Background: an optimization exercise with open tools, aiming at small area, a short achievable clock period and few clock cycles per item. Do not read the settings as production practice. The RTL was checked by simulation tests, not by an equivalence proof against the original design.

==> 03-19: inputs <==
## attn_score_top
module attn_score_top (
    input  logic               clk,
    input  logic               rst_n,
    input  logic               in_valid,
    input  attn_pkg::qk_pair_s in_pair,
    input  logic               causal_en,
    input  logic               out_credit,
    output logic               in_credit,
    output logic               out_valid,
    output attn_pkg::score_s   out_score
);
    logic [127:0]       q_q;
    logic [127:0]       k_q;
    attn_pkg::seq_idx_t row_q;
    attn_pkg::seq_idx_t col_q;
    logic               causal_q;
    logic               valid_q;
    logic [31:0]        s1;
    logic [31:0]        p2;
    logic [31:0]        p3;
    logic [31:0]        s1_q;
    logic [31:0]        p2_q;
    logic [31:0]        p3_q;
    attn_pkg::seq_idx_t row_q2;
    attn_pkg::seq_idx_t col_q2;
    logic               valid_q2;
    logic [31:0]        dot_sum;
    attn_pkg::score_s   score;
    logic               send;
    logic               avail_next;
  ...
clock: 135.0 ns
lec_check: 0
cap_margin: 20
core_margin: 2
core_utilization: 40
slew_margin: 20
synth_hierarchical: 1
synth_minimum_keep_size: 0
run.sh (not shown) runs the stock make flow with config.mk's settings and CLKGATE_MAP_FILE= SYNTH_SCRIPT=/design/flow/synth_recipe.tcl, a recipe that flattens the netlist after the stock synthesis.
==> 08-16 (differences from 03-19) <==
--- a/flow/design.v
+++ b/flow/design.v
@@ -63,26 +63,38 @@
                 default: count <= count;
             endcase
         end
     end
 endmodule
 `default_nettype wire
 `default_nettype none
-module fp32_mul_unit (
+module fp32_mul_exp (
     input  logic [31:0] a,
     input  logic [31:0] b,
+    output logic        s,
+    output logic [4:0]  el,
+    output logic [3:0]  eh
+);
+    assign s  = a[31] ^ b[31];
+    assign el = {1'b0, a[26:23]} + {1'b0, b[26:23]} + 5'd1;
+    assign eh = a[30:27] + b[30:27];
+endmodule
+module fp32_mul_unit (
+    input  logic        s,
+    input  logic [4:0]  el,
+    input  logic [3:0]  eh,
+    input  logic [22:0] fa,
+    input  logic [22:0] fb,
     output logic [31:0] p
 );
     logic [24:0] m;
-    logic [24:0] m_n;
     logic [7:0]  e;
-    mant_mul i_mant (.fa(a[22:0]), .fb(b[22:0]), .hin(m_n));
-    assign m = ~m_n;
-    assign e = a[30:23] + b[30:23] + 8'd129 + {7'd0, m[24]};
-    assign p = {a[31] ^ b[31], e, m[24] ? m[23:1] : m[22:0]};
+    mant_mul i_mant (.fa(fa), .fb(fb), .hi(m));
+    assign e = {(eh + {3'd0, el[4]}) ^ 4'b1000, el[3:0]} + {7'd0, m[24]};
+    assign p = {s, e, m[24] ? m[23:1] : m[22:0]};
 endmodule
 module fp32_add_unit (
     input  logic [31:0] a,
     input  logic [31:0] b,
     output logic [31:0] r
 );
     logic [31:0] x;
@@ -97,27 +109,43 @@
     fadd_rshift u_rsh  (.yf(yf), .d(d), .ym(ym));
     assign sub = a[31] ^ b[31];
     fadd_mant   u_mant (.xf(x[22:0]), .ym(ym), .sub(sub), .s(s));
     fadd_lzc    u_lzc  (.s(s[23:0]), .e(x[30:23]), .sh(sh));
     fadd_lshift u_lsh  (.s(s[23:0]), .sh(sh), .n(n));
     fadd_out    u_out  (.x(x), .s(s), .sub(sub), .sh(sh), .n(n), .r(r));
 endmodule
+module fp32_add_half_unit (
+    input  logic [31:0] a,
+    input  logic [31:0] b,
+    output logic [31:0] r
+);
+    logic [31:0] x;
+    logic [22:0] yf;
+    logic [7:0]  d;
+    logic [23:0] ym;
+    logic        sub;
+    logic [24:0] s;
+    logic [4:0]  sh;
+    logic [23:0] n;
+    fadd_swap   u_swap (.a(a), .b(b), .x(x), .yf(yf), .d(d));
+    fadd_rshift u_rsh  (.yf(yf), .d(d), .ym(ym));
+    assign sub = a[31] ^ b[31];
+    fadd_mant   u_mant (.xf(x[22:0]), .ym(ym), .sub(sub), .s(s));
+    fadd_lzc    u_lzc  (.s(s[23:0]), .e(x[30:23]), .sh(sh));
+    fadd_lshift u_lsh  (.s(s[23:0]), .sh(sh), .n(n));
+    fadd_out_half u_out  (.x(x), .s(s), .sub(sub), .sh(sh), .n(n), .r(r));
+endmodule
 module fadd_swap (input logic [31:0] a, input logic [31:0] b, output logic [31:0] x, output logic [22:0] yf, output logic [7:0] d);
-    logic [8:0]  dab;
-    logic [7:0]  dba;
-    logic        e_lt, e_eq, f_gt, a_big;
-    assign dab   = {1'b0, a[30:23]} - {1'b0, b[30:23]};
-    assign dba   = b[30:23] - a[30:23];
-    assign e_lt  = dab[8];
-    assign e_eq  = (a[30:23] == b[30:23]);
-    assign f_gt  = a[22:0] > b[22:0];
-    assign a_big = !e_lt && (!e_eq || f_gt);
+    logic        a_big;
+    logic [7:0]  ye;
+    assign a_big = a[30:0] > b[30:0];
     assign x     = a_big ? a : b;
     assign yf    = a_big ? b[22:0] : a[22:0];
-    assign d     = e_lt ? dba : dab[7:0];
+    assign ye    = a_big ? b[30:23] : a[30:23];
+    assign d     = x[30:23] - ye;
 endmodule
 module fadd_rshift (input logic [22:0] yf, input logic [7:0] d, output logic [23:0] ym);
     assign ym    = (d[7:5] != 3'd0) ? 24'd0 : ({1'b1, yf} >> d[4:0]);
 endmodule
 module fadd_mant (input logic [22:0] xf, input logic [23:0] ym, input logic sub, output logic [24:0] s);
     bk_add24 u_add (.a({1'b1, xf}), .b(sub ? ~ym : ym), .cin(sub), .s(s[23:0]), .cout(s[24]));
 endmodule
@@ -143,43 +171,52 @@
 endmodule
 module fadd_out (input logic [31:0] x, input logic [24:0] s, input logic sub, input logic [4:0] sh, input logic [23:0] n, output logic [31:0] r);
     logic [7:0] en;
     assign en = (s[23:0] == 24'd0) ? 8'd0 : x[30:23] - {3'd0, sh};
     assign r = (s[24] && !sub) ? {x[31], x[30:23] + 8'd1, s[23:1]}
                                : {x[31], en, n[22:0]};
 endmodule
+module fadd_out_half (input logic [31:0] x, input logic [24:0] s, input logic sub, input logic [4:0] sh, input logic [23:0] n, output logic [31:0] r);
+    logic [7:0] en;
+    assign en = (s[23:0] == 24'd0) ? 8'hFF : x[30:23] + {3'b111, ~sh};
+    assign r = (s[24] && !sub) ? {x[31], x[30:23], s[23:1]}
+                               : {x[31], en, n[22:0]};
+endmodule
 module dot_stage_a (
-    input  logic [127:0] q,
-    input  logic [127:0] k,
-    output logic [31:0]  s1,
-    output logic [31:0]  p2,
-    output logic [31:0]  p3
+    input  logic [3:0]  sg,
+    input  logic [19:0] el,
+    input  logic [15:0] eh,
+    input  logic [91:0] qf,
+    input  logic [91:0] kf,
+    output logic [31:0] s1,
+    output logic [31:0] p2,
+    output logic [31:0] p3
 );
     logic [31:0] p0;
     logic [31:0] p1;
-    fp32_mul_unit i_mul0 (.a(q[31:0]),   .b(k[31:0]),   .p(p0));
-    fp32_mul_unit i_mul1 (.a(q[63:32]),  .b(k[63:32]),  .p(p1));
-    fp32_mul_unit i_mul2 (.a(q[95:64]),  .b(k[95:64]),  .p(p2));
-    fp32_mul_unit i_mul3 (.a(q[127:96]), .b(k[127:96]), .p(p3));
+    fp32_mul_unit i_mul0 (.s(sg[0]), .el(el[4:0]), .eh(eh[3:0]),   .fa(qf[22:0]),  .fb(kf[22:0]),  .p(p0));
+    fp32_mul_unit i_mul1 (.s(sg[1]), .el(el[9:5]), .eh(eh[7:4]),  .fa(qf[45:23]), .fb(kf[45:23]), .p(p1));
+    fp32_mul_unit i_mul2 (.s(sg[2]), .el(el[14:10]), .eh(eh[11:8]), .fa(qf[68:46]), .fb(kf[68:46]), .p(p2));
+    fp32_mul_unit i_mul3 (.s(sg[3]), .el(el[19:15]), .eh(eh[15:12]), .fa(qf[91:69]), .fb(kf[91:69]), .p(p3));
     fp32_add_unit i_add1 (.a(p0), .b(p1), .r(s1));
 endmodule
 module dot_stage_b (
     input  logic [31:0] s1,
     input  logic [31:0] p2,
     input  logic [31:0] p3,
     output logic [31:0] sum
 );
     logic [31:0] s2;
     fp32_add_unit i_add2 (.a(s1), .b(p2), .r(s2));
-    fp32_add_unit i_add3 (.a(s2), .b(p3), .r(sum));
+    fp32_add_half_unit i_add3 (.a(s2), .b(p3), .r(sum));
 endmodule
 module mant_mul (
     input  logic [22:0] fa,
     input  logic [22:0] fb,
-    output logic [24:0] hin
+    output logic [24:0] hi
 );
     logic one0;
     logic two0;
     logic neg0;
     logic un1;
     logic u2;
     logic u3;
@@ -2320,18 +2357,16 @@
     csa_fa u_s1177 (.x(s1087), .y(c1004), .z(c1086), .s(s1177), .c(c1178));
     csa_fa u_s1179 (.x(s1089), .y(c1006), .z(c1088), .s(s1179), .c(c1180));
     csa_fa u_s1181 (.x(s1091), .y(1'b1), .z(c1090), .s(s1181), .c(c1182));
     csa_fa u_s1183 (.x(un540), .y(1'b1), .z(c1092), .s(s1183), .c(c1184));
     assign r0 = {s1183, s1181, s1179, s1177, s1175, s1173, s1171, s1169, s1167, s1165, s1163, s1161, s1159, s1157, s1155, s1153, s1151, s1149, s1147, s1145, s1143, s1141, s1139, s1137, s1135, s1133, s1131, s1129, s1127, s1125, s1123, s1121, s1119, s1117, s1115, s1113, s1111, s1109, s1107, s1105, s1103, s1101, s1099, s1097, s1095, s1093, pp26, pp25};
     assign r1 = {c1182, c1180, c1178, c1176, c1174, c1172, c1170, c1168, c1166, c1164, c1162, c1160, c1158, c1156, c1154, c1152, c1150, c1148, c1146, c1144, c1142, c1140, c1138, c1136, c1134, c1132, c1130, c1128, c1126, c1124, c1122, c1120, c1118, c1116, c1114, c1112, c1110, c1108, c1106, c1104, c1102, c1100, c1098, c1096, c1094, neg1, 1'b0, neg0};
     logic        lc;
-    logic [24:0] hi;
     bk_carry23 u_lo (.a(r0[22:0]), .b(r1[22:0]), .cout(lc));
     bk_add25 u_hi (.a(r0[47:23]), .b(r1[47:23]), .cin(lc), .s(hi), .cout());
-    assign hin = ~hi;
 endmodule
 module csa_fa (
     input  logic x,
     input  logic y,
     input  logic z,
     output logic s,
     output logic c
@@ -2793,15 +2828,15 @@
     input  attn_pkg::seq_idx_t col,
     input  logic               causal_en,
     output attn_pkg::score_s   score_out
 );
     logic masked;
     assign masked = causal_en && (col > row);
     assign score_out.score = masked ? attn_pkg::MASK_WORD
-                                    : {sum_in[31], sum_in[30:23] - 8'd1, sum_in[22:0]};
+                                    : sum_in;
     assign score_out.row   = row;
     assign score_out.col   = col;
 endmodule
 `default_nettype wire
 `default_nettype none
 module attn_credit_ctrl (
     input  logic clk,
@@ -2836,16 +2871,22 @@
     input  attn_pkg::qk_pair_s in_pair,
     input  logic               causal_en,
     input  logic               out_credit,
     output logic               in_credit,
     output logic               out_valid,
     output attn_pkg::score_s   out_score
 );
-    logic [127:0]       q_q;
-    logic [127:0]       k_q;
+    logic [3:0]         sg_in;
+    logic [19:0]        el_in;
+    logic [15:0]        eh_in;
+    logic [3:0]         sg_q;
+    logic [19:0]        el_q;
+    logic [15:0]        eh_q;
+    logic [91:0]        qf_q;
+    logic [91:0]        kf_q;
     attn_pkg::seq_idx_t row_q;
     attn_pkg::seq_idx_t col_q;
     logic               causal_q;
     logic               valid_q;
     logic [31:0]        s1;
     logic [31:0]        p2;
     logic [31:0]        p3;
@@ -2855,18 +2896,30 @@
     attn_pkg::seq_idx_t row_q2;
     attn_pkg::seq_idx_t col_q2;
     logic               valid_q2;
     logic [31:0]        dot_sum;
     attn_pkg::score_s   score;
     logic               send;
     logic               avail_next;
+    for (genvar i = 0; i < 4; i++) begin : g_exp
+        fp32_mul_exp i_exp (
+            .a  (in_pair.query[i]),
+            .b  (in_pair.key[i]),
+            .s  (sg_in[i]),
+            .el (el_in[5*i +: 5]),
+            .eh (eh_in[4*i +: 4])
+        );
+    end
     always_ff @(posedge clk) begin
+        sg_q <= sg_in;
+        el_q <= el_in;
+        eh_q <= eh_in;
         for (int i = 0; i < 4; i++) begin
-            q_q[32*i +: 32] <= in_pair.query[i];
-            k_q[32*i +: 32] <= in_pair.key[i];
+            qf_q[23*i +: 23] <= in_pair.query[i][22:0];
+            kf_q[23*i +: 23] <= in_pair.key[i][22:0];
         end
         row_q    <= in_pair.row;
         col_q    <= in_pair.col;
         causal_q <= causal_en;
     end
     always_ff @(posedge clk or negedge rst_n) begin
         if (!rst_n) begin
@@ -2874,16 +2927,19 @@
             valid_q2 <= 1'b0;
         end else begin
             valid_q  <= in_valid;
             valid_q2 <= valid_q;
         end
     end
     dot_stage_a i_dot_a (
-        .q  (q_q),
-        .k  (k_q),
+        .sg (sg_q),
+        .el (el_q),
+        .eh (eh_q),
+        .qf (qf_q),
+        .kf (kf_q),
         .s1 (s1),
         .p2 (p2),
         .p3 (p3)
     );
     always_ff @(posedge clk) begin
         s1_q   <= s1;
         p2_q   <= p2;
==> flow/flow/run.sh (new file) <==
#!/bin/bash
# Standard layout with one change: the input and output port buffers are
# sky130_fd_sc_hd__buf_1 instead of the flow's default buffer cell.
set -euo pipefail
export BUFFER_PORTS_ARGS="-buffer_cell sky130_fd_sc_hd__buf_1"
bash standard.sh > standard_flow.log 2>&1
==> flow/standard.sh (new file) <==
#!/bin/bash
# synth_recipe.tcl (not shown) runs the flow's synth.tcl, then flattens the netlist and writes it again
# the make line also repeats each setting of config.mk as NAME=value (left out here)
make -C /OpenROAD-flow-scripts/flow DESIGN_CONFIG=/design/flow/config.mk WORK_HOME=/design/flow/orfs CLKGATE_MAP_FILE= SYNTH_SCRIPT=/design/flow/synth_recipe.tcl "${@:-finish}"
Settings changed: CTS_CLUSTER_DIAMETER set to 150, CTS_CLUSTER_SIZE set to 20, PLACE_DENSITY set to 0.72.
removed: flow/run.sh
==> run notes <==
Against 03-19, the sequential cell count of 08-16 is lower by 32.
Against 03-19, the synthesized cell count of 08-16 is lower by 0.40%.
Of 08-16 and 03-19, 03-19 has the higher cell area (gap 4.7%, measured against 03-19).
In 03-19 the hold slack is lower than in 08-16, by 11 ps.
In 03-19 the global-route usage is higher than in 08-16, by 0.48 points.
Against 03-19, the fmax of 08-16 is higher by 1.7%.
In clock skew, 08-16 and 03-19 hardly differ.
Testbench counts of 03-19, summed over its fixed seeds: cycles 1,944, items 1,920.
Testbench counts of 08-16, summed over its fixed seeds: cycles 1,944, items 1,920.

==> what the ideal ports hide <==
The results above use ideal ports. As a check the final layouts listed here were re-extracted and re-timed, cells and wires unchanged. Step 1, drivers: a clkbuf_16 drives clk and a buf_2 each remaining input, both assumed. Step 2 adds t to the input delays and takes it off the output delays; t is the mean of the earliest and latest rising clock arrival at the registers after step 1. Input paths then give back, and output paths get back, about the clock's delay inside the block. Three values: ideal ports, drivers, drivers and shift; two values: the first two.
run	shift t [ns]	setup slack, ns	pins driven straight from the clock port
03-19	0.797	106.294 / 106.203 / 106.797	1
08-16	0.738	106.763 / 106.677 / 106.370	1
After both steps every run listed still meets setup and hold. For 08-16, which loses most, drivers alone change the setup slack by -0.086 ns; drivers and shift together by -0.393 ns.
